Background: an optimization exercise with open tools, aiming at small area, a short achievable clock period and few clock cycles. Do not read the settings as production practice. At most, simulation tests tie the RTL to the original design; equivalence was not proved. Power and IR drop assume default switching activity.

## adc_scan_block_averager_core
module adc_scan_block_averager_core #(
  parameter int MAX_SLOTS = 8,
  parameter int CODE_BITS = 12
) (
  input  logic        clk,
  input  logic        rst_n,
  input  logic        in_valid,
  output logic        in_ready,
  input  logic [1:0]  in_opcode,
  input  logic [11:0] in_adc_code,
  output logic        out_valid,
  input  logic        out_ready,
  output logic [1:0]  out_kind,
  output logic [2:0]  out_slot,
  output logic [2:0]  out_chan,
  output logic [11:0] out_avg_code,
  output logic [27:0] out_microvolts,
  output logic        out_last,
  input  logic        cfg_we,
  input  logic [2:0]  cfg_index,
  input  logic [23:0] cfg_wdata
);
For scale: ~3900 cells after synthesis, roughly 770 flip-flops, roughly 97 I/O pins, roughly 0.044 mm2 of cells after synthesis.
Settings: LEC_CHECK=0, CAP_MARGIN=20, CORE_MARGIN=2, CORE_UTILIZATION=50, CTS_CLUSTER_DIAMETER=80, CTS_CLUSTER_SIZE=24, SETUP_SLACK_MARGIN=2.0, SLEW_MARGIN=20; clock period 7.0 ns.
run.sh (not shown) runs the stock make flow with config.mk's settings and CLKGATE_MAP_FILE= SYNTH_SCRIPT=/design/flow/synth_recipe.tcl, a recipe that flattens the netlist after the stock synthesis.
The starting point finished clean.
==> next run, changes <==
--- a/flow/design.v
+++ b/flow/design.v
@@ -202,61 +202,64 @@
   logic       cv;
   logic [1:0] ckind;
   logic [2:0] cslot;
   logic [2:0] cchan;
   logic [2:0] pos_inc;
   assign pos_inc = pos_r + 3'd1;
   logic fire_e;
-  assign cv    = acc && (is_start || (is_res && running_r && !(roundend && fire_e)));
+  logic ok_res;
+  assign ok_res = in_ready && running_r && !(roundend && fire_e);
+  assign cv    = in_valid && ((is_start && in_ready) || (is_res && ok_res));
   assign ckind = (in_opcode[0] && roundend && all_done_r) ? 2'd2 : 2'd0;
   assign cslot = (in_opcode[0] && !roundend) ? pos_inc : 3'd0;
   logic [2:0] chan_nx;   
   always_comb begin
     chan_nx = '0;
     for (int i = 0; i < 7; i++) chan_nx = chan_nx | (map_r[3*(i+1) +: 3] & {3{posoh_r[i]}});
   end
   assign cchan = !in_opcode[0] ? map_r[2:0] :
                  !roundend ? chan_nx :
                  all_done_r ? 3'd0 : map_r[2:0];
   logic adv;
   assign adv = !ov_r || out_ready;
   logic        pv   [NS+1];
-  logic [7:0]  fed_r;    
+  logic [2:0]  ptag [NS+1];
   logic [7:0]  pr   [NS+1];
   logic [11:0] px   [NS+1];
   logic [7:0]  nr   [NS];
   logic [11:0] nx   [NS];
   logic        mv   [NS+1];
   logic [7:0]  c_sh;
   logic [7:0]  csm1;     
+  logic [7:0]  csm2;     
   logic        ceq;      
   logic        feed;
   logic        busy;    
   logic        ld_avg;
   logic ld_now;
   logic full_up [NS+1];   
-  assign ceq    = r_cc == csm1;
+  assign ceq    = r_cnt == (r_pend ? csm2 : csm1);
   logic [7:0] nm1oh;
   logic [7:0] l_cnt;
   logic       l_pend;
   logic       fire_last_r;
   logic       ceq_last_r;
-  logic [7:0] csm1_d;
+  logic [7:0] csm1_d, csm2_d;
   always_comb begin
     l_cnt  = '0;
     l_pend = 1'b0;
     for (int i = 0; i < 8; i++) begin
       nm1oh[i] = nm1 == 3'(i);
       l_cnt    = l_cnt | (cnt_r[i] & {8{nm1oh[i] & ~zsc_r[i]}});
       l_pend   = l_pend | (pend_r[i] & nm1oh[i]);
     end
   end
   always_ff @(posedge clk) begin
     fire_last_r <= l_cnt >= (l_pend ? f2_r : f1_r);
-    ceq_last_r  <= l_cnt + 8'(l_pend) == csm1_d;
+    ceq_last_r  <= l_cnt == (l_pend ? csm2_d : csm1_d);
   end
   logic a_fire, a_ceq;
   assign a_fire = roundend ? (fire_last_r && pos_r == nm1) : r_fire;
   assign a_ceq  = roundend ? ceq_last_r : ceq;
   assign ld_now = rend && spec_r && pv[NS] && adv && (!a_fire || a_ceq);
   assign ld_avg = (fm_r || ld_now) && adv && pv[NS];
   always_comb begin
@@ -288,39 +291,45 @@
   assign feed_arr  = res_run && spec_r && a_fire && (pos_r <= nm1) && s0_free && c_ok;
   assign spec_fail = res_run && a_fire && (pos_r <= nm1) && !(s0_free && c_ok);
   assign wstep     = wact_r && (!r_fire || (s0_free && (!busy || ceq)));
   assign feed_walk = wstep && r_fire;
   assign wlast     = pos_r == nm1;
   assign feed = feed_arr || feed_walk;
   assign csm1_d = feed ? r_cc : csm1;
+  assign csm2_d = feed ? r_cc - 8'd1 : csm2;
   logic flush;
   assign flush = (acc && (is_start || is_stop)) || cfg_we;
   logic fast;
   assign fast   = spec_r && !spec_fail;
-  assign fire_e = !fast || busy || (a_fire && pos_r <= nm1);
+  logic s0_free_e, fail_e;
+  assign s0_free_e = !pv[0] || !full_up[0] || (spec_r && pv[NS] && adv && (!a_fire || a_ceq));
+  assign fail_e    = a_fire && (pos_r <= nm1) && !(s0_free_e && c_ok);
+  assign fire_e    = !spec_r || fail_e || busy || (a_fire && pos_r <= nm1);
   always_ff @(posedge clk) begin
     if (feed) begin
       pr[0]   <= r_s[19:12];
       px[0]   <= r_s[11:0];
+      ptag[0] <= rsel[1] ? 3'd1 : rsel[2] ? 3'd2 : rsel[3] ? 3'd3 : rsel[4] ? 3'd4 :
+                 rsel[5] ? 3'd5 : rsel[6] ? 3'd6 : rsel[7] ? 3'd7 : 3'd0;
       c_sh    <= r_div;
       csm1    <= csm1_d;
+      csm2    <= csm2_d;
     end
     for (int j = 0; j < NS; j++) begin
       if (mv[j]) begin
         pr[j+1]   <= nr[j];
         px[j+1]   <= nx[j];
+        ptag[j+1] <= ptag[j];
       end
     end
   end
   always_ff @(posedge clk) begin
     if (!rst_n || flush || (rend && !fast)) begin
       for (int j = 0; j <= NS; j++) pv[j] <= 1'b0;
-      fed_r <= '0;
     end else begin
-      fed_r <= (fed_r & ~(eoh & {8{ld_avg}})) | (rsel & {8{feed}});
       pv[0] <= feed || (pv[0] && !mv[0]);
       for (int j = 0; j < NS; j++) pv[j+1] <= mv[j] || (pv[j+1] && !mv[j+1]);
     end
   end
   function automatic void csa(input logic [35:0] a, input logic [35:0] b,
                               input logic [35:0] c, output logic [35:0] s,
                               output logic [35:0] cy);
@@ -354,18 +363,15 @@
     csa(l2[0], l2[1], l2[2], l3[0], l3[1]);
     pv_s = l3[0];
     pv_c = l3[1];
   end
   logic [2:0] etag;
   logic [7:0] eoh;       
   logic [7:0] e_rnd;
-  always_comb begin
-    etag = 3'd0;
-    for (int i = 7; i >= 0; i--) if (fed_r[i]) etag = 3'(i);
-  end
+  assign etag = ptag[NS];
   always_comb begin
     e_rnd = '0;
     for (int i = 0; i < 8; i++) begin
       eoh[i] = etag == 3'(i);
       e_rnd  = e_rnd | (rnd_r[i] & {8{eoh[i] & ~zr_r[i]}});
     end
   end
Wire length goes up by about 4.5%.
First-iteration DRC count came out lower by about 1.1%.
Design area came out higher by 3.4%.
Clock-buffer cell count rises by 4.
Setup slack improved by 0.097 ns.
Power went up by about 2%.
Global-route usage increases by 0.39 points.
Sequential share of layout area barely changes.
Combinational power fell by about 3.8%.
Die area rises by about 2%.
Area after synthesis went up by 2.1%.
No functional check of the RTL was part of any run of this note.


Another version of the RTL of adc_scan_block_averager_core (not shown whole).
For scale: ~3,900 cells after synthesis, roughly 790 flip-flops, ~97 I/O pins.
Design adc_scan_block_averager_core, start of the top module:
module adc_scan_block_averager_core #(
  parameter int MAX_SLOTS = 8,
  parameter int CODE_BITS = 12
) (
  input  logic        clk,
  input  logic        rst_n,
  input  logic        in_valid,
  output logic        in_ready,
  input  logic [1:0]  in_opcode,
  input  logic [11:0] in_adc_code,
  output logic        out_valid,
  input  logic        out_ready,
  output logic [1:0]  out_kind,
  output logic [2:0]  out_slot,
  output logic [2:0]  out_chan,
  output logic [11:0] out_avg_code,
  output logic [27:0] out_microvolts,
  output logic        out_last,
  input  logic        cfg_we,
  input  logic [2:0]  cfg_index,
  input  logic [23:0] cfg_wdata
);
  localparam int ROWS = 2;
  localparam int NS   = 12 / ROWS;
  logic [3:0]  sc_r;
  logic [2:0]  nm1;       
  logic [23:0] map_r;
  logic [7:0]  flen_r;
  logic [7:0]  f1_r;      
  logic [7:0]  f2_r;      
  logic [7:0]  rn_r;
  ...
clock: 7.0 ns
lec_check: 0
cap_margin: 20
core_margin: 2
core_utilization: 50
cts_cluster_diameter: 80
cts_cluster_size: 24
setup_slack_margin: 2.0
slew_margin: 20
The starting point produced a clean layout.
Testbench counts at the start, summed over its fixed seeds: cycles 9,084.
Next try:
--- a/flow/design.v
+++ b/flow/design.v
@@ -203,13 +203,15 @@
   logic [1:0] ckind;
   logic [2:0] cslot;
   logic [2:0] cchan;
   logic [2:0] pos_inc;
   assign pos_inc = pos_r + 3'd1;
   logic fire_e;
-  assign cv    = acc && (is_start || (is_res && running_r && !(roundend && fire_e)));
+  logic ok_res;
+  assign ok_res = in_ready && running_r && !(roundend && fire_e);
+  assign cv    = in_valid && ((is_start && in_ready) || (is_res && ok_res));
   assign ckind = (in_opcode[0] && roundend && all_done_r) ? 2'd2 : 2'd0;
   assign cslot = (in_opcode[0] && !roundend) ? pos_inc : 3'd0;
   logic [2:0] chan_nx;   
   always_comb begin
     chan_nx = '0;
     for (int i = 0; i < 7; i++) chan_nx = chan_nx | (map_r[3*(i+1) +: 3] & {3{posoh_r[i]}});
@@ -217,46 +219,45 @@
   assign cchan = !in_opcode[0] ? map_r[2:0] :
                  !roundend ? chan_nx :
                  all_done_r ? 3'd0 : map_r[2:0];
   logic adv;
   assign adv = !ov_r || out_ready;
   logic        pv   [NS+1];
-  logic [2:0]  ptag [NS+1];
+  logic [7:0]  fed_r;    
   logic [7:0]  pr   [NS+1];
   logic [11:0] px   [NS+1];
   logic [7:0]  nr   [NS];
   logic [11:0] nx   [NS];
   logic        mv   [NS+1];
   logic [7:0]  c_sh;
   logic [7:0]  csm1;     
-  logic [7:0]  csm2;     
   logic        ceq;      
   logic        feed;
   logic        busy;    
   logic        ld_avg;
   logic ld_now;
   logic full_up [NS+1];   
-  assign ceq    = r_cnt == (r_pend ? csm2 : csm1);
+  assign ceq    = r_cc == csm1;
   logic [7:0] nm1oh;
   logic [7:0] l_cnt;
   logic       l_pend;
   logic       fire_last_r;
   logic       ceq_last_r;
-  logic [7:0] csm1_d, csm2_d;
+  logic [7:0] csm1_d;
   always_comb begin
     l_cnt  = '0;
     l_pend = 1'b0;
     for (int i = 0; i < 8; i++) begin
       nm1oh[i] = nm1 == 3'(i);
       l_cnt    = l_cnt | (cnt_r[i] & {8{nm1oh[i] & ~zsc_r[i]}});
       l_pend   = l_pend | (pend_r[i] & nm1oh[i]);
     end
   end
   always_ff @(posedge clk) begin
     fire_last_r <= l_cnt >= (l_pend ? f2_r : f1_r);
-    ceq_last_r  <= l_cnt == (l_pend ? csm2_d : csm1_d);
+    ceq_last_r  <= l_cnt + 8'(l_pend) == csm1_d;
   end
   logic a_fire, a_ceq;
   assign a_fire = roundend ? (fire_last_r && pos_r == nm1) : r_fire;
   assign a_ceq  = roundend ? ceq_last_r : ceq;
   assign ld_now = rend && spec_r && pv[NS] && adv && (!a_fire || a_ceq);
   assign ld_avg = (fm_r || ld_now) && adv && pv[NS];
@@ -290,40 +291,40 @@
   assign spec_fail = res_run && a_fire && (pos_r <= nm1) && !(s0_free && c_ok);
   assign wstep     = wact_r && (!r_fire || (s0_free && (!busy || ceq)));
   assign feed_walk = wstep && r_fire;
   assign wlast     = pos_r == nm1;
   assign feed = feed_arr || feed_walk;
   assign csm1_d = feed ? r_cc : csm1;
-  assign csm2_d = feed ? r_cc - 8'd1 : csm2;
   logic flush;
   assign flush = (acc && (is_start || is_stop)) || cfg_we;
   logic fast;
   assign fast   = spec_r && !spec_fail;
-  assign fire_e = !fast || busy || (a_fire && pos_r <= nm1);
+  logic s0_free_e, fail_e;
+  assign s0_free_e = !pv[0] || !full_up[0] || (spec_r && pv[NS] && adv && (!a_fire || a_ceq));
+  assign fail_e    = a_fire && (pos_r <= nm1) && !(s0_free_e && c_ok);
+  assign fire_e    = !spec_r || fail_e || busy || (a_fire && pos_r <= nm1);
   always_ff @(posedge clk) begin
     if (feed) begin
       pr[0]   <= r_s[19:12];
       px[0]   <= r_s[11:0];
-      ptag[0] <= rsel[1] ? 3'd1 : rsel[2] ? 3'd2 : rsel[3] ? 3'd3 : rsel[4] ? 3'd4 :
-                 rsel[5] ? 3'd5 : rsel[6] ? 3'd6 : rsel[7] ? 3'd7 : 3'd0;
       c_sh    <= r_div;
       csm1    <= csm1_d;
-      csm2    <= csm2_d;
     end
     for (int j = 0; j < NS; j++) begin
       if (mv[j]) begin
         pr[j+1]   <= nr[j];
         px[j+1]   <= nx[j];
-        ptag[j+1] <= ptag[j];
       end
     end
   end
   always_ff @(posedge clk) begin
     if (!rst_n || flush || (rend && !fast)) begin
       for (int j = 0; j <= NS; j++) pv[j] <= 1'b0;
+      fed_r <= '0;
     end else begin
+      fed_r <= (fed_r & ~(eoh & {8{ld_avg}})) | (rsel & {8{feed}});
       pv[0] <= feed || (pv[0] && !mv[0]);
       for (int j = 0; j < NS; j++) pv[j+1] <= mv[j] || (pv[j+1] && !mv[j+1]);
     end
   end
   function automatic void csa(input logic [35:0] a, input logic [35:0] b,
                               input logic [35:0] c, output logic [35:0] s,
@@ -359,13 +360,16 @@
     pv_s = l3[0];
     pv_c = l3[1];
   end
   logic [2:0] etag;
   logic [7:0] eoh;       
   logic [7:0] e_rnd;
-  assign etag = ptag[NS];
+  always_comb begin
+    etag = 3'd0;
+    for (int i = 7; i >= 0; i--) if (fed_r[i]) etag = 3'(i);
+  end
   always_comb begin
     e_rnd = '0;
     for (int i = 0; i < 8; i++) begin
       eoh[i] = etag == 3'(i);
       e_rnd  = e_rnd | (rnd_r[i] & {8{eoh[i] & ~zr_r[i]}});
     end
What happened: Final cell count rose by 2.1%; hold slack is about the same; fmax fell by 5.9%; total power barely changes; combinational power rose by about 1%; non-clock buffer count rose by 22.
Function not checked in the second run of this note: the RTL went through the layout flow alone.

separate check: timing with driven ports:
Ports are ideal in the flow. The routed layouts listed here were re-timed in OpenROAD. Step 1 sets driving cells, clkbuf_16 on the clock port and buf_2 on the other inputs (assumed; they add their load-dependent delay and slew). Step 2 moves the port delays by t, midway between the first and last clock arrival at a register: inputs arrive t later, outputs are due t later. That takes back most of the time a late clock gives input paths. Slacks: ideal / step 1 / step 2; pairs: ideal / step 1.
run | shift t [ns] | setup slack, ns | hold WS [ns] | clock arrival spread, ns | worst data-port slew with drivers (ns)
the first run of note 1 | 0.695 | 1.731 / 1.666 / 1.604 | 0.425 / 0.425 / 0.425 | 0.046 / 0.046 | 0.15
the second run of note 1 | 0.683 | 1.828 / 1.761 / 1.534 | 0.415 / 0.415 / 0.415 | 0.027 / 0.027 | 0.10
the first run of note 2 | 0.692 | 2.117 / 2.094 / 1.508 | 0.418 / 0.418 / 0.418 | 0.044 / 0.045 | 0.06
the second run of note 2 | 0.684 | 1.813 / 1.746 / 1.502 | 0.420 / 0.420 / 0.420 | 0.053 / 0.053 | 0.07
After both steps every run listed still meets setup and hold. For the first run of note 2, which loses most, drivers alone change the setup slack by -0.023 ns; drivers and shift together by -0.609 ns.
